Source: an optimization exercise on an open RTL-to-GDS flow (aim: small area, a short achievable clock period and few clock cycles per item). Production flows keep margins and buffers that such runs may drop.
Function was checked by simulation only, so behaviour that the tests miss may differ from the original.

<file path="design/flow/design.v">
`timescale 1ns / 1ps
package ggdc_pkg;
  localparam int CORDIC_STEPS_DEF = 16;
  localparam int ATAN_IW          = 5;    
  localparam int PC_W             = 3;
  localparam logic [1:0] OPN_TICK  = 2'd0;
  localparam logic [1:0] OPN_START = 2'd1;
  localparam logic [1:0] OPN_STOP  = 2'd2;
  localparam longint    PI_Q30       = 64'd3373259426;
  localparam int        PI_Q13       = 25736;
  localparam int        INV_GAIN_Q16 = 39797;
  localparam int        RECIP5_Q18   = 52429;   
  localparam int        TURN_MAX     = 3277;
  localparam int        DRV_TURN_MAX = 2048;
  localparam int        SPEED_MIN    = 819;
  localparam int        SPEED_MAX    = 3277;
  localparam int        SPEED_SAT_D  = 409;     
  typedef enum logic [2:0] {
    OP_IDLE, OP_ROTATE, OP_MUL_LO, OP_MUL_HI, OP_DIST, OP_DECIDE, OP_FINISH, OP_EMIT
  } op_t;
  typedef enum logic [1:0] {
    J_NEXT, J_DISPATCH, J_LOOP, J_WAIT_OUT
  } jmp_t;
  typedef logic [PC_W-1:0] pc_t;
  typedef struct packed {
    op_t  op;
    jmp_t jmp;
    pc_t  target;
  } ucode_t;
  typedef struct packed {
    logic go;
    logic stop;
    logic out_free;
  } cond_t;
  localparam pc_t PC_IDLE   = 3'd0;
  localparam pc_t PC_ROTATE = 3'd1;
  localparam pc_t PC_MUL_LO = 3'd2;
  localparam pc_t PC_MUL_HI = 3'd3;
  localparam pc_t PC_DIST   = 3'd4;
  localparam pc_t PC_DECIDE = 3'd5;
  localparam pc_t PC_FINISH = 3'd6;
  localparam pc_t PC_EMIT   = 3'd7;
endpackage
`timescale 1ns / 1ps
module ggdc_add #(
  parameter int W = 8,
  parameter int STYLE = 1
) (
  input  logic [W-1:0] a,
  input  logic [W-1:0] b,
  input  logic         ci,
  output logic [W-1:0] s
);
  if (STYLE == 0) begin : g_plain
    assign s = a + b + W'(ci);
  end else if (STYLE == 2) begin : g_ripple
    logic [W:0] c;
    always_comb begin
      c[0] = ci;
      for (int i = 0; i < W; i++) begin
        s[i]   = a[i] ^ b[i] ^ c[i];
        c[i+1] = (a[i] & b[i]) | (c[i] & (a[i] ^ b[i]));
      end
    end
  end else begin : g_bk
    localparam int L = $clog2(W);
    logic [W-1:0] p, g, gg, pp;
    always_comb begin
      p  = a ^ b;
      g  = a & b;
      gg = g;
      pp = p;
      gg[0] = g[0] | (p[0] & ci);
      for (int l = 0; l < L; l++) begin
        for (int i = (2 << l) - 1; i < W; i += (2 << l)) begin
          gg[i] = gg[i] | (pp[i] & gg[i - (1 << l)]);
          pp[i] = pp[i] & pp[i - (1 << l)];
        end
      end
      for (int l = L - 2; l >= 0; l--) begin
        for (int i = (3 << l) - 1; i < W; i += (2 << l)) begin
          gg[i] = gg[i] | (pp[i] & gg[i - (1 << l)]);
          pp[i] = pp[i] & pp[i - (1 << l)];
        end
      end
      s[0] = p[0] ^ ci;
      for (int i = 1; i < W; i++) s[i] = p[i] ^ gg[i-1];
    end
  end
endmodule
`timescale 1ns / 1ps
module go_to_goal_drive_controller_unit (
  input  logic        clk,
  input  logic        rst,
  input  logic        psel,
  input  logic        penable,
  input  logic        pwrite,
  input  logic [3:0]  paddr,
  input  logic [31:0] pwdata,
  output logic [31:0] prdata,
  output logic        pready,
  input  logic        s_tvalid,
  output logic        s_tready,
  input  logic [79:0] s_tdata,    
  input  logic [2:0]  s_tuser,    
  output logic        m_tvalid,
  input  logic        m_tready,
  output logic [31:0] m_tdata,    
  output logic [0:0]  m_tuser     
);
  localparam int ADD_STYLE = 1;
  logic signed [31:0] goal_east, goal_north;
  logic [15:0]        arrive_radius;
  logic [14:0]        heading_tolerance;
  wire                cfg_wr = psel & penable & pwrite;
  assign pready = 1'b1;
  always_ff @(posedge clk) begin
    if (rst) begin
      goal_east         <= '0;
      goal_north        <= '0;
      arrive_radius     <= 16'd128;
      heading_tolerance <= 15'd1229;
    end else if (cfg_wr) begin
      case (paddr[3:2])
        2'd0:    goal_east         <= pwdata;
        2'd1:    goal_north        <= pwdata;
        2'd2:    arrive_radius     <= pwdata[15:0];
        default: heading_tolerance <= pwdata[14:0];
      endcase
    end
  end
  always_comb begin
    case (paddr[3:2])
      2'd0:    prdata = goal_east;
      2'd1:    prdata = goal_north;
      2'd2:    prdata = {16'b0, arrive_radius};
      default: prdata = {17'b0, heading_tolerance};
    endcase
  end
  wire adv      = ~m_tvalid | m_tready;
  assign s_tready = adv;
  wire in_acc   = s_tvalid & adv;
  wire in_start = s_tuser[1:0] == 2'd1;
  wire in_stop  = s_tuser[1:0] == 2'd2;
  wire in_tick  = (s_tuser[1:0] == 2'd0) & s_tuser[2];    
  logic r1_v, r1_tick, r1_stop;
  logic signed [15:0] r1_hd;
  logic signed [32:0] r1_dx;
  logic signed [32:0] r1_dy;
  always_ff @(posedge clk) begin
    if (rst) r1_v <= 1'b0;
    else if (adv) r1_v <= in_acc & (in_start | in_stop | in_tick);
    if (adv) begin
      r1_tick <= in_tick;
      r1_stop <= in_stop;
      r1_hd <= s_tdata[79:64];
      r1_dx <= {goal_east[31], goal_east} - {s_tdata[31], s_tdata[31:0]};
      r1_dy <= {goal_north[31], goal_north} - {s_tdata[63], s_tdata[63:32]};
    end
  end
  wire        c0_neg = r1_dx[32];
  wire        c0_dyn = r1_dy[32];
  wire        c0_dyz = ~|r1_dy;
  wire        s_0    = c0_neg ? (c0_dyn | c0_dyz) : ~c0_dyn;    
  wire        c0_mx  = s_0 ^ c0_neg;
  wire [32:0] c0_ax  = r1_dx ^ {33{c0_neg}};
  wire [32:0] c0_ay  = r1_dy ^ {33{c0_dyn}};
  wire [32:0] c0_by  = r1_dy ^ {33{c0_neg}};
  wire [32:0] c0_bx  = r1_dx ^ {33{c0_mx}};
  wire [34:0] c0_x1  = {{2{c0_ax[32]}}, c0_ax} + {{2{c0_ay[32]}}, c0_ay} + {34'b0, c0_neg} + {34'b0, c0_dyn};
  wire [34:0] c0_y1  = {{2{c0_by[32]}}, c0_by} + {{2{c0_bx[32]}}, c0_bx} + {34'b0, c0_neg} + {34'b0, c0_mx};
  wire [1:0]  c0_q   = {c0_neg, ~c0_dyn};    
  wire [44:0] xn_0 = {c0_x1[32:0], 12'b0};
  wire signed [44:0] yn_0 = {c0_y1[32:0], 12'b0};
  logic r2_v, r2_tick, r2_stop;
  logic signed [15:0] r2_hd;
  logic [1:0] r2_q;
  logic [0:0] r2_s;
  logic [44:12] r2_x;
  logic signed [44:12] r2_y;
  always_ff @(posedge clk) begin
    if (rst) r2_v <= 1'b0;
    else if (adv) r2_v <= r1_v;
    if (adv) begin
      r2_tick <= r1_tick;
      r2_stop <= r1_stop;
      r2_hd <= r1_hd;
      r2_q <= c0_q;
      r2_s <= {s_0};
      r2_x <= xn_0[44:12];
      r2_y <= yn_0[44:12];
    end
  end
  wire [44:0] x_1 = {r2_x, 12'b0};
  wire signed [44:0] y_1 = {r2_y, 12'b0};
  wire s_1 = ~y_1[44];    
  wire signed [44:0] ysh_1 = y_1 >>> 1;
  wire [44:0] xsh_1 = x_1 >> 1;
  wire [45:0] xn_1;
  ggdc_add #(.W(46), .STYLE(ADD_STYLE)) u_ax1 (.a(46'(x_1)), .b(46'(ysh_1) ^ {46{~s_1}}), .ci(~s_1), .s(xn_1));
  wire signed [45:0] yn_1;
  ggdc_add #(.W(46), .STYLE(ADD_STYLE)) u_ay1 (.a(46'(y_1)), .b(46'({1'b0, xsh_1}) ^ {46{s_1}}), .ci(s_1), .s(yn_1));
  logic r3_v, r3_tick, r3_stop;
  logic signed [15:0] r3_hd;
  logic [1:0] r3_q;
  logic [1:0] r3_s;
  logic [45:11] r3_x;
  logic signed [45:11] r3_y;
  always_ff @(posedge clk) begin
    if (rst) r3_v <= 1'b0;
    else if (adv) r3_v <= r2_v;
    if (adv) begin
      r3_tick <= r2_tick;
      r3_stop <= r2_stop;
      r3_hd <= r2_hd;
      r3_q <= r2_q;
      r3_s <= {{s_1}, r2_s};
      r3_x <= xn_1[45:11];
      r3_y <= yn_1[45:11];
    end
  end
  wire [45:0] x_2 = {r3_x, 11'b0};
  wire signed [45:0] y_2 = {r3_y, 11'b0};
  wire s_2 = ~y_2[45];    
  wire signed [45:0] ysh_2 = y_2 >>> 2;
  wire [45:0] xsh_2 = x_2 >> 2;
  wire [45:0] xn_2;
  ggdc_add #(.W(46), .STYLE(ADD_STYLE)) u_ax2 (.a(46'(x_2)), .b(46'(ysh_2) ^ {46{~s_2}}), .ci(~s_2), .s(xn_2));
  wire signed [44:0] yn_2;
  ggdc_add #(.W(45), .STYLE(ADD_STYLE)) u_ay2 (.a(45'(y_2)), .b(45'({1'b0, xsh_2}) ^ {45{s_2}}), .ci(s_2), .s(yn_2));
  logic r4_v, r4_tick, r4_stop;
  logic signed [15:0] r4_hd;
  logic [1:0] r4_q;
  logic [2:0] r4_s;
  logic [45:9] r4_x;
  logic signed [44:9] r4_y;
  always_ff @(posedge clk) begin
    if (rst) r4_v <= 1'b0;
    else if (adv) r4_v <= r3_v;
    if (adv) begin
      r4_tick <= r3_tick;
      r4_stop <= r3_stop;
      r4_hd <= r3_hd;
      r4_q <= r3_q;
      r4_s <= {{s_2}, r3_s};
      r4_x <= xn_2[45:9];
      r4_y <= yn_2[44:9];
    end
  end
  wire [45:0] x_3 = {r4_x, 9'b0};
  wire signed [44:0] y_3 = {r4_y, 9'b0};
  wire s_3 = ~y_3[44];    
  wire signed [44:0] ysh_3 = y_3 >>> 3;
  wire [45:0] xsh_3 = x_3 >> 3;
  wire [45:0] xn_3;
  ggdc_add #(.W(46), .STYLE(ADD_STYLE)) u_ax3 (.a(46'(x_3)), .b(46'(ysh_3) ^ {46{~s_3}}), .ci(~s_3), .s(xn_3));
  wire signed [43:0] yn_3;
  ggdc_add #(.W(44), .STYLE(ADD_STYLE)) u_ay3 (.a(44'(y_3)), .b(44'({1'b0, xsh_3}) ^ {44{s_3}}), .ci(s_3), .s(yn_3));
  logic r5_v, r5_tick, r5_stop;
  logic signed [15:0] r5_hd;
  logic [1:0] r5_q;
  logic [3:0] r5_s;
  logic [45:6] r5_x;
  logic signed [43:6] r5_y;
  always_ff @(posedge clk) begin
    if (rst) r5_v <= 1'b0;
    else if (adv) r5_v <= r4_v;
    if (adv) begin
      r5_tick <= r4_tick;
      r5_stop <= r4_stop;
      r5_hd <= r4_hd;
      r5_q <= r4_q;
      r5_s <= {{s_3}, r4_s};
      r5_x <= xn_3[45:6];
      r5_y <= yn_3[43:6];
    end
  end
  wire [45:0] x_4 = {r5_x, 6'b0};
  wire signed [43:0] y_4 = {r5_y, 6'b0};
  wire s_4 = ~y_4[43];    
  wire signed [43:0] ysh_4 = y_4 >>> 4;
  wire [45:0] xsh_4 = x_4 >> 4;
  wire [45:0] xn_4;
  ggdc_add #(.W(46), .STYLE(ADD_STYLE)) u_ax4 (.a(46'(x_4)), .b(46'(ysh_4) ^ {46{~s_4}}), .ci(~s_4), .s(xn_4));
  wire signed [42:0] yn_4;
  ggdc_add #(.W(43), .STYLE(ADD_STYLE)) u_ay4 (.a(43'(y_4)), .b(43'({1'b0, xsh_4}) ^ {43{s_4}}), .ci(s_4), .s(yn_4));
  logic r6_v, r6_tick, r6_stop;
  logic signed [15:0] r6_hd;
  logic [1:0] r6_q;
  logic [4:0] r6_s;
  logic [45:2] r6_x;
  logic signed [42:2] r6_y;
  always_ff @(posedge clk) begin
    if (rst) r6_v <= 1'b0;
    else if (adv) r6_v <= r5_v;
    if (adv) begin
      r6_tick <= r5_tick;
      r6_stop <= r5_stop;
      r6_hd <= r5_hd;
      r6_q <= r5_q;
      r6_s <= {{s_4}, r5_s};
      r6_x <= xn_4[45:2];
      r6_y <= yn_4[42:2];
    end
  end
  wire [45:0] x_5 = {r6_x, 2'b0};
  wire signed [42:0] y_5 = {r6_y, 2'b0};
  wire s_5 = ~y_5[42];    
  wire signed [42:0] ysh_5 = y_5 >>> 5;
  wire [45:0] xsh_5 = x_5 >> 5;
  wire [45:0] xn_5;
  ggdc_add #(.W(46), .STYLE(ADD_STYLE)) u_ax5 (.a(46'(x_5)), .b(46'(ysh_5) ^ {46{~s_5}}), .ci(~s_5), .s(xn_5));
  wire signed [41:0] yn_5;
  ggdc_add #(.W(42), .STYLE(ADD_STYLE)) u_ay5 (.a(42'(y_5)), .b(42'({1'b0, xsh_5}) ^ {42{s_5}}), .ci(s_5), .s(yn_5));
  logic r7_v, r7_tick, r7_stop;
  logic signed [15:0] r7_hd;
  logic [1:0] r7_q;
  logic [5:0] r7_s;
  logic [45:0] r7_x;
  logic signed [41:0] r7_y;
  always_ff @(posedge clk) begin
    if (rst) r7_v <= 1'b0;
    else if (adv) r7_v <= r6_v;
    if (adv) begin
      r7_tick <= r6_tick;
      r7_stop <= r6_stop;
      r7_hd <= r6_hd;
      r7_q <= r6_q;
      r7_s <= {{s_5}, r6_s};
      r7_x <= xn_5[45:0];
      r7_y <= yn_5[41:0];
    end
  end
  wire [45:0] x_6 = r7_x;
  wire signed [41:0] y_6 = r7_y;
  wire s_6 = ~y_6[41];    
  wire signed [41:0] ysh_6 = y_6 >>> 6;
  wire [45:0] xsh_6 = x_6 >> 6;
  wire [45:0] xn_6;
  ggdc_add #(.W(46), .STYLE(ADD_STYLE)) u_ax6 (.a(46'(x_6)), .b(46'(ysh_6) ^ {46{~s_6}}), .ci(~s_6), .s(xn_6));
  wire signed [40:0] yn_6;
  ggdc_add #(.W(41), .STYLE(ADD_STYLE)) u_ay6 (.a(41'(y_6)), .b(41'({1'b0, xsh_6}) ^ {41{s_6}}), .ci(s_6), .s(yn_6));
  logic r8_v, r8_tick, r8_stop;
  logic signed [15:0] r8_hd;
  logic [1:0] r8_q;
  logic [6:0] r8_s;
  logic [45:0] r8_x;
  logic signed [40:0] r8_y;
  always_ff @(posedge clk) begin
    if (rst) r8_v <= 1'b0;
    else if (adv) r8_v <= r7_v;
    if (adv) begin
      r8_tick <= r7_tick;
      r8_stop <= r7_stop;
      r8_hd <= r7_hd;
      r8_q <= r7_q;
      r8_s <= {{s_6}, r7_s};
      r8_x <= xn_6[45:0];
      r8_y <= yn_6[40:0];
    end
  end
  wire [45:0] x_7 = r8_x;
  wire signed [40:0] y_7 = r8_y;
  wire s_7 = ~y_7[40];    
  wire signed [40:0] ysh_7 = y_7 >>> 7;
  wire [45:0] xsh_7 = x_7 >> 7;
  wire [45:0] xn_7;
  ggdc_add #(.W(46), .STYLE(ADD_STYLE)) u_ax7 (.a(46'(x_7)), .b(46'(ysh_7) ^ {46{~s_7}}), .ci(~s_7), .s(xn_7));
  wire signed [39:0] yn_7;
  ggdc_add #(.W(40), .STYLE(ADD_STYLE)) u_ay7 (.a(40'(y_7)), .b(40'({1'b0, xsh_7}) ^ {40{s_7}}), .ci(s_7), .s(yn_7));
  logic r9_v, r9_tick, r9_stop;
  logic signed [15:0] r9_hd;
  logic [1:0] r9_q;
  logic [7:0] r9_s;
  logic [45:0] r9_x;
  logic signed [39:0] r9_y;
  always_ff @(posedge clk) begin
    if (rst) r9_v <= 1'b0;
    else if (adv) r9_v <= r8_v;
    if (adv) begin
      r9_tick <= r8_tick;
      r9_stop <= r8_stop;
      r9_hd <= r8_hd;
      r9_q <= r8_q;
      r9_s <= {{s_7}, r8_s};
      r9_x <= xn_7[45:0];
      r9_y <= yn_7[39:0];
    end
  end
  wire [45:0] x_8 = r9_x;
  wire signed [39:0] y_8 = r9_y;
  wire s_8 = ~y_8[39];    
  wire signed [39:0] ysh_8 = y_8 >>> 8;
  wire [45:0] xsh_8 = x_8 >> 8;
  wire [45:0] xn_8;
  ggdc_add #(.W(46), .STYLE(ADD_STYLE)) u_ax8 (.a(46'(x_8)), .b(46'(ysh_8) ^ {46{~s_8}}), .ci(~s_8), .s(xn_8));
  wire signed [38:0] yn_8;
  ggdc_add #(.W(39), .STYLE(ADD_STYLE)) u_ay8 (.a(39'(y_8)), .b(39'({1'b0, xsh_8}) ^ {39{s_8}}), .ci(s_8), .s(yn_8));
  logic r10_v, r10_tick, r10_stop;
  logic signed [15:0] r10_hd;
  logic [1:0] r10_q;
  logic [8:0] r10_s;
  logic [45:0] r10_x;
  logic signed [38:0] r10_y;
  always_ff @(posedge clk) begin
    if (rst) r10_v <= 1'b0;
    else if (adv) r10_v <= r9_v;
    if (adv) begin
      r10_tick <= r9_tick;
      r10_stop <= r9_stop;
      r10_hd <= r9_hd;
      r10_q <= r9_q;
      r10_s <= {{s_8}, r9_s};
      r10_x <= xn_8[45:0];
      r10_y <= yn_8[38:0];
    end
  end
  wire [45:0] x_9 = r10_x;
  wire signed [38:0] y_9 = r10_y;
  wire s_9 = ~y_9[38];    
  wire signed [38:0] ysh_9 = y_9 >>> 9;
  wire [45:0] xsh_9 = x_9 >> 9;
  wire [45:0] xn_9;
  ggdc_add #(.W(46), .STYLE(ADD_STYLE)) u_ax9 (.a(46'(x_9)), .b(46'(ysh_9) ^ {46{~s_9}}), .ci(~s_9), .s(xn_9));
  wire signed [37:0] yn_9;
  ggdc_add #(.W(38), .STYLE(ADD_STYLE)) u_ay9 (.a(38'(y_9)), .b(38'({1'b0, xsh_9}) ^ {38{s_9}}), .ci(s_9), .s(yn_9));
  logic r11_v, r11_tick, r11_stop;
  logic signed [15:0] r11_hd;
  logic [1:0] r11_q;
  logic [9:0] r11_s;
  logic [45:0] r11_x;
  logic signed [37:0] r11_y;
  always_ff @(posedge clk) begin
    if (rst) r11_v <= 1'b0;
    else if (adv) r11_v <= r10_v;
    if (adv) begin
      r11_tick <= r10_tick;
      r11_stop <= r10_stop;
      r11_hd <= r10_hd;
      r11_q <= r10_q;
      r11_s <= {{s_9}, r10_s};
      r11_x <= xn_9[45:0];
      r11_y <= yn_9[37:0];
    end
  end
  wire [45:0] x_10 = r11_x;
  wire signed [37:0] y_10 = r11_y;
  wire s_10 = ~y_10[37];    
  wire signed [37:0] ysh_10 = y_10 >>> 10;
  wire [45:0] xsh_10 = x_10 >> 10;
  wire [45:0] xn_10;
  ggdc_add #(.W(46), .STYLE(ADD_STYLE)) u_ax10 (.a(46'(x_10)), .b(46'(ysh_10) ^ {46{~s_10}}), .ci(~s_10), .s(xn_10));
  wire signed [36:0] yn_10;
  ggdc_add #(.W(37), .STYLE(ADD_STYLE)) u_ay10 (.a(37'(y_10)), .b(37'({1'b0, xsh_10}) ^ {37{s_10}}), .ci(s_10), .s(yn_10));
  logic r12_v, r12_tick, r12_stop;
  logic signed [15:0] r12_hd;
  logic [1:0] r12_q;
  logic [10:0] r12_s;
  logic [45:0] r12_x;
  logic signed [36:0] r12_y;
  always_ff @(posedge clk) begin
    if (rst) r12_v <= 1'b0;
    else if (adv) r12_v <= r11_v;
    if (adv) begin
      r12_tick <= r11_tick;
      r12_stop <= r11_stop;
      r12_hd <= r11_hd;
      r12_q <= r11_q;
      r12_s <= {{s_10}, r11_s};
      r12_x <= xn_10[45:0];
      r12_y <= yn_10[36:0];
    end
  end
  wire [45:0] x_11 = r12_x;
  wire signed [36:0] y_11 = r12_y;
  wire s_11 = ~y_11[36];    
  wire signed [36:0] ysh_11 = y_11 >>> 11;
  wire [45:0] xsh_11 = x_11 >> 11;
  wire [45:0] xn_11;
  ggdc_add #(.W(46), .STYLE(ADD_STYLE)) u_ax11 (.a(46'(x_11)), .b(46'(ysh_11) ^ {46{~s_11}}), .ci(~s_11), .s(xn_11));
  wire signed [35:0] yn_11;
  ggdc_add #(.W(36), .STYLE(ADD_STYLE)) u_ay11 (.a(36'(y_11)), .b(36'({1'b0, xsh_11}) ^ {36{s_11}}), .ci(s_11), .s(yn_11));
  logic r13_v, r13_tick, r13_stop;
  logic signed [15:0] r13_hd;
  logic [1:0] r13_q;
  logic [11:0] r13_s;
  logic [45:0] r13_x;
  logic signed [35:0] r13_y;
  always_ff @(posedge clk) begin
    if (rst) r13_v <= 1'b0;
    else if (adv) r13_v <= r12_v;
    if (adv) begin
      r13_tick <= r12_tick;
      r13_stop <= r12_stop;
      r13_hd <= r12_hd;
      r13_q <= r12_q;
      r13_s <= {{s_11}, r12_s};
      r13_x <= xn_11[45:0];
      r13_y <= yn_11[35:0];
    end
  end
  wire [45:0] x_12 = r13_x;
  wire signed [35:0] y_12 = r13_y;
  wire s_12 = ~y_12[35];    
  wire signed [35:0] ysh_12 = y_12 >>> 12;
  wire [45:0] xsh_12 = x_12 >> 12;
  wire [45:0] xn_12;
  ggdc_add #(.W(46), .STYLE(ADD_STYLE)) u_ax12 (.a(46'(x_12)), .b(46'(ysh_12) ^ {46{~s_12}}), .ci(~s_12), .s(xn_12));
  wire signed [34:0] yn_12;
  ggdc_add #(.W(35), .STYLE(ADD_STYLE)) u_ay12 (.a(35'(y_12)), .b(35'({1'b0, xsh_12}) ^ {35{s_12}}), .ci(s_12), .s(yn_12));
  logic r14_v, r14_tick, r14_stop;
  logic signed [15:0] r14_hd;
  logic [1:0] r14_q;
  logic [12:0] r14_s;
  logic [45:0] r14_x;
  logic signed [34:0] r14_y;
  always_ff @(posedge clk) begin
    if (rst) r14_v <= 1'b0;
    else if (adv) r14_v <= r13_v;
    if (adv) begin
      r14_tick <= r13_tick;
      r14_stop <= r13_stop;
      r14_hd <= r13_hd;
      r14_q <= r13_q;
      r14_s <= {{s_12}, r13_s};
      r14_x <= xn_12[45:0];
      r14_y <= yn_12[34:0];
    end
  end
  wire [45:0] x_13 = r14_x;
  wire signed [34:0] y_13 = r14_y;
  wire s_13 = ~y_13[34];    
  wire signed [34:0] ysh_13 = y_13 >>> 13;
  wire [45:0] xsh_13 = x_13 >> 13;
  wire [45:0] xn_13;
  ggdc_add #(.W(46), .STYLE(ADD_STYLE)) u_ax13 (.a(46'(x_13)), .b(46'(ysh_13) ^ {46{~s_13}}), .ci(~s_13), .s(xn_13));
  wire signed [33:0] yn_13;
  ggdc_add #(.W(34), .STYLE(ADD_STYLE)) u_ay13 (.a(34'(y_13)), .b(34'({1'b0, xsh_13}) ^ {34{s_13}}), .ci(s_13), .s(yn_13));
  logic r15_v, r15_tick, r15_stop;
  logic signed [15:0] r15_hd;
  logic [1:0] r15_q;
  logic [13:0] r15_s;
  logic [45:0] r15_x;
  logic signed [33:0] r15_y;
  always_ff @(posedge clk) begin
    if (rst) r15_v <= 1'b0;
    else if (adv) r15_v <= r14_v;
    if (adv) begin
      r15_tick <= r14_tick;
      r15_stop <= r14_stop;
      r15_hd <= r14_hd;
      r15_q <= r14_q;
      r15_s <= {{s_13}, r14_s};
      r15_x <= xn_13[45:0];
      r15_y <= yn_13[33:0];
    end
  end
  wire [45:0] x_14 = r15_x;
  wire signed [33:0] y_14 = r15_y;
  wire s_14 = ~y_14[33];    
  wire signed [33:0] ysh_14 = y_14 >>> 14;
  wire [45:0] xsh_14 = x_14 >> 14;
  wire [45:0] xn_14;
  ggdc_add #(.W(46), .STYLE(ADD_STYLE)) u_ax14 (.a(46'(x_14)), .b(46'(ysh_14) ^ {46{~s_14}}), .ci(~s_14), .s(xn_14));
  wire signed [32:0] yn_14;
  ggdc_add #(.W(33), .STYLE(ADD_STYLE)) u_ay14 (.a(33'(y_14)), .b(33'({1'b0, xsh_14}) ^ {33{s_14}}), .ci(s_14), .s(yn_14));
  logic r16_v, r16_tick, r16_stop;
  logic signed [15:0] r16_hd;
  logic [1:0] r16_q;
  logic [14:0] r16_s;
  logic [45:0] r16_x;
  logic signed [32:0] r16_y;
  always_ff @(posedge clk) begin
    if (rst) r16_v <= 1'b0;
    else if (adv) r16_v <= r15_v;
    if (adv) begin
      r16_tick <= r15_tick;
      r16_stop <= r15_stop;
      r16_hd <= r15_hd;
      r16_q <= r15_q;
      r16_s <= {{s_14}, r15_s};
      r16_x <= xn_14[45:0];
      r16_y <= yn_14[32:0];
    end
  end
  wire [45:0] x_15 = r16_x;
  wire signed [32:0] y_15 = r16_y;
  wire s_15 = ~y_15[32];    
  wire signed [32:0] ysh_15 = y_15 >>> 15;
  wire [45:0] xsh_15 = x_15 >> 15;
  wire [45:0] xn_15;
  ggdc_add #(.W(46), .STYLE(ADD_STYLE)) u_ax15 (.a(46'(x_15)), .b(46'(ysh_15) ^ {46{~s_15}}), .ci(~s_15), .s(xn_15));
  wire signed [31:0] yn_15;
  ggdc_add #(.W(32), .STYLE(ADD_STYLE)) u_ay15 (.a(32'(y_15)), .b(32'({1'b0, xsh_15}) ^ {32{s_15}}), .ci(s_15), .s(yn_15));
  logic r17_v, r17_tick, r17_stop;
  logic signed [15:0] r17_hd;
  logic [1:0] r17_q;
  logic [15:0] r17_s;
  logic [45:0] r17_x;
  always_ff @(posedge clk) begin
    if (rst) r17_v <= 1'b0;
    else if (adv) r17_v <= r16_v;
    if (adv) begin
      r17_tick <= r16_tick;
      r17_stop <= r16_stop;
      r17_hd <= r16_hd;
      r17_q <= r16_q;
      r17_s <= {{s_15}, r16_s};
      r17_x <= xn_15[45:0];
    end
  end
  wire [45:0] x_16 = r17_x;
  wire [15:0] sg = r17_s;    
  logic [33:0] ta;
  always_comb begin
    case (sg[4:0])
      5'd0: ta = 34'd0;
      5'd1: ta = 34'd1686629714;
      5'd2: ta = 34'd995675658;
      5'd3: ta = 34'd2682305372;
      5'd4: ta = 34'd526087674;
      5'd5: ta = 34'd2212717388;
      5'd6: ta = 34'd1521763332;
      5'd7: ta = 34'd3208393046;
      5'd8: ta = 34'd267050318;
      5'd9: ta = 34'd1953680032;
      5'd10: ta = 34'd1262725976;
      5'd11: ta = 34'd2949355690;
      5'd12: ta = 34'd793137992;
      5'd13: ta = 34'd2479767706;
      5'd14: ta = 34'd1788813650;
      5'd15: ta = 34'd3475443364;
      5'd16: ta = 34'd134043374;
      5'd17: ta = 34'd1820673088;
      5'd18: ta = 34'd1129719032;
      5'd19: ta = 34'd2816348746;
      5'd20: ta = 34'd660131048;
      5'd21: ta = 34'd2346760762;
      5'd22: ta = 34'd1655806706;
      5'd23: ta = 34'd3342436420;
      5'd24: ta = 34'd401093692;
      5'd25: ta = 34'd2087723406;
      5'd26: ta = 34'd1396769350;
      5'd27: ta = 34'd3083399064;
      5'd28: ta = 34'd927181366;
      5'd29: ta = 34'd2613811080;
      5'd30: ta = 34'd1922857024;
      5'd31: ta = 34'd3609486738;
      default: ta = '0;
    endcase
  end
  logic [33:0] tb;
  always_comb begin
    case (sg[9:5])
      5'd0: tb = 34'd0;
      5'd1: tb = 34'd67087032;
      5'd2: tb = 34'd33551702;
      5'd3: tb = 34'd100638734;
      5'd4: tb = 34'd16776874;
      5'd5: tb = 34'd83863906;
      5'd6: tb = 34'd50328576;
      5'd7: tb = 34'd117415608;
      5'd8: tb = 34'd8388566;
      5'd9: tb = 34'd75475598;
      5'd10: tb = 34'd41940268;
      5'd11: tb = 34'd109027300;
      5'd12: tb = 34'd25165440;
      5'd13: tb = 34'd92252472;
      5'd14: tb = 34'd58717142;
      5'd15: tb = 34'd125804174;
      5'd16: tb = 34'd4194298;
      5'd17: tb = 34'd71281330;
      5'd18: tb = 34'd37746000;
      5'd19: tb = 34'd104833032;
      5'd20: tb = 34'd20971172;
      5'd21: tb = 34'd88058204;
      5'd22: tb = 34'd54522874;
      5'd23: tb = 34'd121609906;
      5'd24: tb = 34'd12582864;
      5'd25: tb = 34'd79669896;
      5'd26: tb = 34'd46134566;
      5'd27: tb = 34'd113221598;
      5'd28: tb = 34'd29359738;
      5'd29: tb = 34'd96446770;
      5'd30: tb = 34'd62911440;
      5'd31: tb = 34'd129998472;
      default: tb = '0;
    endcase
  end
  logic [35:0] kq;
  always_comb begin
    case (r17_q)
      2'b11:   kq = 36'd1501649045;
      2'b10:   kq = 36'd63474606929;
      default: kq = 36'd66847866355;
    endcase
  end
  wire [35:0] zf = {14'b0, sg[10], sg[11], sg[12], sg[13], sg[14], sg[15], 16'b0};    
  wire [35:0] zh = {~{{3{r17_hd[15]}}, r17_hd}, 17'b0};
  wire [35:0] zc_s0_0 = kq ^ 36'(ta) ^ 36'(tb);
  wire [35:0] zc_c0_0 = {((kq & 36'(ta)) | (kq & 36'(tb)) | (36'(ta) & 36'(tb)))} << 1;
  wire [35:0] zc_s1_0 = zc_s0_0 ^ zc_c0_0 ^ zf;
  wire [35:0] zc_c1_0 = {((zc_s0_0 & zc_c0_0) | (zc_s0_0 & zf) | (zc_c0_0 & zf))} << 1;
  wire [35:0] zc_s2_0 = zc_s1_0 ^ zc_c1_0 ^ zh;
  wire [35:0] zc_c2_0 = {((zc_s1_0 & zc_c1_0) | (zc_s1_0 & zh) | (zc_c1_0 & zh))} << 1;
  wire [35:0] zs;
  ggdc_add #(.W(36), .STYLE(ADD_STYLE)) u_zs (.a(zc_s2_0), .b(zc_c2_0), .ci(1'b0), .s(zs));
  wire signed [18:0] err_raw = zs[35:17];
  wire        dbig = |x_16[45:29];
  wire [45:0] dx29 = 46'(x_16[28:0]);
  wire [45:0] dc_s0_0 = (dx29 << 15) ^ (dx29 << 13) ^ (dx29 << 2);
  wire [45:0] dc_c0_0 = {(((dx29 << 15) & (dx29 << 13)) | ((dx29 << 15) & (dx29 << 2)) | ((dx29 << 13) & (dx29 << 2)))} << 1;
  wire [45:0] dc_s0_3 = dx29 ^ ~(dx29 << 10) ^ ~(dx29 << 7);
  wire [45:0] dc_c0_3 = {((dx29 & ~(dx29 << 10)) | (dx29 & ~(dx29 << 7)) | (~(dx29 << 10) & ~(dx29 << 7)))} << 1;
  wire [45:0] dc_s1_0 = dc_s0_0 ^ dc_c0_0 ^ dc_s0_3;
  wire [45:0] dc_c1_0 = {((dc_s0_0 & dc_c0_0) | (dc_s0_0 & dc_s0_3) | (dc_c0_0 & dc_s0_3))} << 1;
  wire [45:0] dc_s1_3 = dc_c0_3 ^ ~(dx29 << 4) ^ 46'd134217731;
  wire [45:0] dc_c1_3 = {((dc_c0_3 & ~(dx29 << 4)) | (dc_c0_3 & 46'd134217731) | (~(dx29 << 4) & 46'd134217731))} << 1;
  wire [45:0] dc_s2_0 = dc_s1_0 ^ dc_c1_0 ^ dc_s1_3;
  wire [45:0] dc_c2_0 = {((dc_s1_0 & dc_c1_0) | (dc_s1_0 & dc_s1_3) | (dc_c1_0 & dc_s1_3))} << 1;
  wire [45:0] dc_s3_0 = dc_s2_0 ^ dc_c2_0 ^ dc_c1_3;
  wire [45:0] dc_c3_0 = {((dc_s2_0 & dc_c2_0) | (dc_s2_0 & dc_c1_3) | (dc_c2_0 & dc_c1_3))} << 1;
  wire [45:0] dprod;
  ggdc_add #(.W(46), .STYLE(ADD_STYLE)) u_dp (.a(dc_s3_0), .b(dc_c3_0), .ci(1'b0), .s(dprod));
  wire [16:0] dst = dprod[44:28];
  logic r18_v, r18_tick, r18_stop;
  logic signed [15:0] r18_hd;
  logic [1:0] r18_q;
  logic signed [18:0] r18_err;
  logic [16:0] r18_dist;
  logic  r18_big;
  always_ff @(posedge clk) begin
    if (rst) r18_v <= 1'b0;
    else if (adv) r18_v <= r17_v;
    if (adv) begin
      r18_tick <= r17_tick;
      r18_stop <= r17_stop;
      r18_hd <= r17_hd;
      r18_q <= r17_q;
      r18_err <= err_raw;
      r18_dist <= dst;
      r18_big <= dbig;
    end
  end
  localparam logic signed [18:0] PI_E   = 19'sd25736;
  localparam logic signed [18:0] TWO_PI = 19'sd51472;
  logic signed [18:0] err_w;
  always_comb begin
    if (r18_err > PI_E)       err_w = r18_err - TWO_PI;
    else if (r18_err < -PI_E) err_w = r18_err + TWO_PI;
    else                       err_w = r18_err;
  end
  wire        e_neg = err_w[18];
  wire [15:0] e_mag = 16'(e_neg ? -err_w : err_w);      
  wire        reach = ~r18_big & ({1'b0, r18_dist} < {2'b0, arrive_radius});
  wire        d_hi  = r18_big | (r18_dist > 17'd409);
  wire        d_lo  = r18_dist < 17'd103;                   
  logic r19_v, r19_tick, r19_stop;
  logic signed [15:0] r19_hd;
  logic [1:0] r19_q;
  logic  r19_reach;
  logic  r19_hi;
  logic  r19_lo;
  logic  r19_neg;
  logic [15:0] r19_mag;
  logic [8:0] r19_d;
  always_ff @(posedge clk) begin
    if (rst) r19_v <= 1'b0;
    else if (adv) r19_v <= r18_v;
    if (adv) begin
      r19_tick <= r18_tick;
      r19_stop <= r18_stop;
      r19_hd <= r18_hd;
      r19_q <= r18_q;
      r19_reach <= reach;
      r19_hi <= d_hi;
      r19_lo <= d_lo;
      r19_neg <= e_neg;
      r19_mag <= e_mag;
      r19_d <= r18_dist[8:0];
    end
  end
  wire        spin   = {1'b0, r19_mag} > {2'b0, heading_tolerance};
  wire [17:0] spin_t = (18'(r19_mag) + {1'b0, r19_mag, 1'b0} + 18'd2) >> 2;    
  wire        f_sat  = r19_mag >= 16'd5119;
  wire [27:0] f_n    = 28'({r19_mag[12:0], 1'b0} + 14'd2);
  wire [27:0] fc_s0_0 = (f_n << 13) ^ (f_n << 12) ^ (f_n << 9);
  wire [27:0] fc_c0_0 = {(((f_n << 13) & (f_n << 12)) | ((f_n << 13) & (f_n << 9)) | ((f_n << 12) & (f_n << 9)))} << 1;
  wire [27:0] fc_s0_3 = (f_n << 8) ^ (f_n << 5) ^ (f_n << 4);
  wire [27:0] fc_c0_3 = {(((f_n << 8) & (f_n << 5)) | ((f_n << 8) & (f_n << 4)) | ((f_n << 5) & (f_n << 4)))} << 1;
  wire [27:0] fc_s1_0 = fc_s0_0 ^ fc_c0_0 ^ fc_s0_3;
  wire [27:0] fc_c1_0 = {((fc_s0_0 & fc_c0_0) | (fc_s0_0 & fc_s0_3) | (fc_c0_0 & fc_s0_3))} << 1;
  wire [27:0] fc_s2_0 = fc_s1_0 ^ fc_c1_0 ^ fc_c0_3;
  wire [27:0] fc_c2_0 = {((fc_s1_0 & fc_c1_0) | (fc_s1_0 & fc_c0_3) | (fc_c1_0 & fc_c0_3))} << 1;
  wire [27:0] fc_s3_0 = fc_s2_0 ^ fc_c2_0 ^ (f_n << 2);
  wire [27:0] fc_c3_0 = {((fc_s2_0 & fc_c2_0) | (fc_s2_0 & (f_n << 2)) | (fc_c2_0 & (f_n << 2)))} << 1;
  wire [27:0] f_prod;
  ggdc_add #(.W(28), .STYLE(ADD_STYLE)) u_fp (.a(fc_s3_0), .b(fc_c3_0), .ci(1'b0), .s(f_prod));    
  wire [11:0] f_q    = f_prod[27:16];
  logic [11:0] t_mag, spd;
  always_comb begin
    if (spin) begin
      t_mag = (spin_t > 18'd3277) ? 12'd3277 : spin_t[11:0];
      spd   = '0;
    end else begin
      t_mag = f_sat ? 12'd2048 : f_q;
      spd   = r19_hi ? 12'd3277 : (r19_lo ? 12'd819 : {r19_d, 3'b0});
    end
  end
  logic r20_v, r20_tick, r20_stop;
  logic signed [15:0] r20_hd;
  logic [1:0] r20_q;
  logic  r20_reach;
  logic  r20_neg;
  logic [11:0] r20_tm;
  logic [11:0] r20_spd;
  always_ff @(posedge clk) begin
    if (rst) r20_v <= 1'b0;
    else if (adv) r20_v <= r19_v;
    if (adv) begin
      r20_tick <= r19_tick;
      r20_stop <= r19_stop;
      r20_hd <= r19_hd;
      r20_q <= r19_q;
      r20_reach <= r19_reach;
      r20_neg <= r19_neg;
      r20_tm <= t_mag;
      r20_spd <= spd;
    end
  end
  logic armed;
  wire  tick_live = r20_v & r20_tick & armed;
  wire  beat      = r20_v & (r20_stop | tick_live);
  logic [11:0] o_speed;
  logic [12:0] o_turn;
  logic        o_arr;
  always_ff @(posedge clk) begin
    if (rst) begin
      armed    <= 1'b0;
      m_tvalid <= 1'b0;
    end else if (adv) begin
      m_tvalid <= beat;
      if (r20_v & ~r20_tick & ~r20_stop) armed <= 1'b1;    
      else if (r20_v & r20_stop)           armed <= 1'b0;    
      else if (tick_live & r20_reach)       armed <= 1'b0;    
    end
    if (adv) begin
      if (~tick_live | r20_reach) begin
        o_speed <= '0;
        o_turn  <= '0;
      end else begin
        o_speed <= r20_spd;
        o_turn  <= r20_neg ? -{1'b0, r20_tm} : {1'b0, r20_tm};
      end
      o_arr <= tick_live & r20_reach;
    end
  end
  assign m_tdata = {7'b0, o_turn, o_speed};
  assign m_tuser = o_arr;
endmodule
</file>
<file path="design/flow/run.sh">
#!/bin/bash
# synth_recipe.tcl (not shown) runs the flow's synth.tcl, then flattens the netlist and writes it again
# the make line also repeats each setting of config.mk as NAME=value (left out here)
make -C /OpenROAD-flow-scripts/flow DESIGN_CONFIG=/design/flow/config.mk WORK_HOME=/design/flow/orfs CLKGATE_MAP_FILE= SYNTH_SCRIPT=/design/flow/synth_recipe.tcl finish
</file>
<file path="design/flow/config.mk">
export PLATFORM = sky130hd
export DESIGN_NAME = go_to_goal_drive_controller_unit
export DESIGN_NICKNAME = go_to_goal_drive_controller_unit
export VERILOG_FILES = /design/flow/design.v
export SDC_FILE = /design/flow/constraint.sdc
export NUM_CORES = 4
export LEC_CHECK = 0
export CAP_MARGIN = 20
export CORE_MARGIN = 2
export CORE_UTILIZATION = 40
export SETUP_SLACK_MARGIN = 5
export SLEW_MARGIN = 20
</file>
<file path="design/flow/constraint.sdc">
create_clock -name core_clock -period 10.0 [get_ports {clk}]
set_input_delay 2.0000 -clock core_clock [delete_from_list [all_inputs] [get_ports {clk}]]
set_output_delay 2.0000 -clock core_clock [all_outputs]
set_load 0.01 [all_outputs]
</file>
==> run summary <==
[through the flow]
step	utilization, %	hold WS [ns]	std cells
finish	45.6	0.375	17100
global route	45.6	0.379	17100
CTS	45.3	0.369	17100
detailed placement	42.3	0.405	16500
global placement	42.3	0.400	16500
floorplan	-	0.400	11900
[per-layer routing]
| metal | routed length (um) | GRT usage (%) |
|---|---|---|
| met1 | 145000 | 24.1 |
| met2 | 161000 | 31.9 |
| met3 | 11400 | 1.99 |
| met4 | 8150 | 4.29 |
| met5 | 14 | 0 |
[layout make-up]
cell class                 instances  area, um2  share of cell area, %
clock buffer                     282       6160                   3.90
antenna                            5       12.5                0.00792
clock inverter                   146       1720                   1.09
inverter                        1774       6730                   4.26
timing repair buffer             449       4400                   2.79
timing repair inverter             3       48.8                 0.0309
sequential                      2069      60400                   38.3
tap                             4578       5730                   3.63
multi-input combinational       7804      72700                   46.0
[how the worst min path moves through the flow]
| stage | start | to | slack, ns |
|---|---|---|---|
| floorplan | r9_hd[0] | r10_hd[0] | 0.40 |
| global placement | r10_hd[13] | r11_hd[13] | 0.40 |
| detailed placement | r9_hd[11] | r10_hd[11] | 0.40 |
| CTS | r11_s[1] | r12_s[1] | 0.37 |
| global route | r11_s[1] | r12_s[1] | 0.38 |
| finish | r11_s[1] | r12_s[1] | 0.37 |
[cell families (layout without fill, tap and decap cells)]
family / Yosys count / in the layout / synth area share, %
adders and majority gates: 2250 / 2250 / 24.0
DFF: 2069 / 2069 / 43.5
buffers and inverters: 2004 / 2654 / 5.44
AOI/OAI and AO/OA: 1937 / 1937 / 9.01
xor gates and xnor gates: 1844 / 1844 / 11.6
and+or+nand+nor: 1704 / 1704 / 5.88
muxes: 61 / 61 / 0.575
other: 2 / 13 / 0.00540
[flip-flops by register name, indices dropped and copies added, names as in the netlist, 37 cells and up]
signal / count
r11_x: 46
r5_y: 38
r12_x: 46
r8_x: 46
r10_y: 39
r7_x: 46
r12_y: 37
r6_x: 44
r8_y: 41
r11_y: 38
r15_x: 46
r7_y: 42
r16_x: 46
r9_y: 40
r10_x: 46
r14_x: 46
r4_x: 37
r13_x: 46
r17_x: 46
r6_y: 41
r5_x: 40
r9_x: 46
[repair_timing]
item	in CTS	in global routing
buffers inserted	129	55
endpoints found under the setup margin	657	189
pin swaps	122	102
resized for setup	354	170
gates cloned	11	0
[layout by cell type (no fill, tap or decap), types with 75 or more instances in the layout]
cell	instances
nor3_1	84
nand3_1	91
a21oi_1	629
clkdlybuf4s50_1	145
buf_4	194
edfxtp_1	1901
nor2b_1	89
o21bai_1	75
ha_1	1517
nand4_1	116
nor2_1	399
nand2b_1	79
o21a_1	129
a21o_1	397
xor2_1	775
nand2_1	550
o21ai_0	223
clkbuf_16	236
fa_1	684
inv_1	1735
xnor2_1	1050
dfxtp_1	168
[worst max-delay path, delay by kind of cell, from the launching register on]
kind                     cells  cell delay (ns)
adder cells (fa/ha/maj)      7             2.86
AND/OR/NAND/NOR              5             0.72
flip-flops                   1             0.49
AO/OA/AOI/OAI                6             1.01
buffers and inverters        5             0.39
XOR/XNOR                     2             0.33
==> results.json <==
{
  "synth_common_cells": "edfxtp_1, inv_1, ha_1",
  "r2r.worst_path.cells": 25,
  "drt-vias-per-instance": 4.97,
  "tritoncts": "yes",
  "postPlaceCellArea_um2": 146000,
  "clock_insertion_delay_worst_skew_ns": 0.96,
  "synthesis.area_per_instance_um2": 11.7,
  "library_cell_with_the_largest_summed_area_after_synthesis": "edfxtp_1",
  "timing.max_cap.violations": 0,
  "synth_warnings": 31,
  "setup.worst_path.end": "r20_tm[9]",
  "routed_wl_mm": 326,
  "synth_async_sr_flop_share_pct": 0,
  "netlist_top_cells_area": "edfxtp_1, ha_1, fa_1",
  "core_area_um2": 346000,
  "row_count": 216,
  "floorplan.die_area_um2": 352000,
  "timing.fmax_ghz": 0.166,
  "timing.rr.start": "r19_mag[1]",
  "status": "complete, no violations",
  "first_global_vias": 86000,
  "numPortBuffers": 183,
  "die-height_um": 594,
  "die_x_um": 594,
  "initial_utilization_pct": 40.2,
  "grt_antenna_before_repair": 10,
  "grt_max_degree": 164,
  "setup_viol_count_final": 0,
  "synth_seq_area_share_pct": 43.5,
  "cts.htree.levels": 4,
  "wl_per_cell_um": 19.0,
  "crit_path_start_kind": "flop",
  "worst_slew_pin_slew_ns": 1.01,
  "firstDrtPassIters": 7,
  "post-synth-top-count-cell": "edfxtp_1",
  "post-route-worst-setup-slack_ns": 3.96,
  "ant_nets": 0,
  "critPathMaxFanout": 4,
  "slew_headroom_pct": 32.5,
  "worst_hold_path_type": "reg -> reg",
  "dpl_worst_slack_ns": 2.90,
  "global_route.usage.total_pct": 18.2,
  "worstReg2RegEnd": "r20_tm[9]",
  "hpwl_mm": 250,
  "arrival_time_worst_endpoint_ns": 6.72,
  "setup.reg_to_reg.worst_slack_ns": 3.96,
  "clk_pin_slew_worst_paths_ns": 0.06,
  "cts-hold-fix-buffers": 0,
  "synthesis_to_layout_area_growth_pct": 13.5,
  "synth.cell_area_um2": 139000,
  "yosys_register_bits": 2069,
  "finalSetupTns_ns": 0,
  "critPathMaxStageDelay_ns": 0.57,
  "timing.clock.skew_ns": 0.118,
  "synth_edf_count": 1901,
  "detail_route.drc_violations": 0,
  "stdcell_area_um2": 158000,
  "ys.flop_type": "edfxtp_1",
  "grt.overflow.total": 0,
  "clock_sinks": 2069,
  "cts_max_path_buffers": 4,
  "initialDrtViolationCount": 4937,
  "fill_cells": 31700,
  "worstSetupEndpointType": "flop",
  "timing_max_transition_violations_final": 0,
  "nets": 14700,
  "crit_path_frequent_cell": "fa_1",
  "grt_setup_unrepaired": "yes",
  "critical_path_required_ns": 10.68,
  "vias": 85000,
  "period_share_pct": 60.4,
  "worstHoldPathCells": 0,
  "crit_start": "r19_mag[1]",
  "post_synth_inst_count": 11900,
  "wire_length_of_the_first_global_routing_pass_mm": 502,
  "place_congestion": 0.875,
  "cell_at_the_slowest_stage_of_the_critical_path": "fa_1",
  "synth.distinct_cells": 92,
  "final.min_clock_period_ns": 6.04,
  "share_of_cells_above_drive_strength_1_pct": 7.62,
  "boundary_pins": 194,
  "worst-setup-path-type": "reg -> reg",
  "cts_root_buf": "clkbuf_16",
  "finalHoldViolations": 0,
  "cts-buffers-inserted": 232,
  "synth_top_area_share_pct": 41.0
}
Testbench counts, summed over its fixed seeds: cycles 3,160, items 2,603.

-- afterwards: timing with drivers on the ports --
No port has a modelled driver above. Below, the same layout with a new extraction and two added sets of constraints. Step 1, drivers: a clkbuf_16 drives clk and a buf_2 each remaining input, both assumed. Step 2 times the ports against the registers' clock, not the clock port: input delays grow and output delays shrink by t, the midpoint of the rising clock arrivals with the driver on. a / b / c = ideal ports / drivers / drivers and shift; a / b = the first two.
shift t [ns]: 0.998
setup slack, ns: 3.960 / 3.960 / 3.960
hold WS [ns]: 0.375 / 0.375 / 0.375
worst data-port slew with drivers (ns): 0.22
cell pins on the clock port's net: 1
After both steps this run still meets setup and hold. The setup slack of this run moves by 0.000 ns with the drivers and by 0.000 ns with both steps.
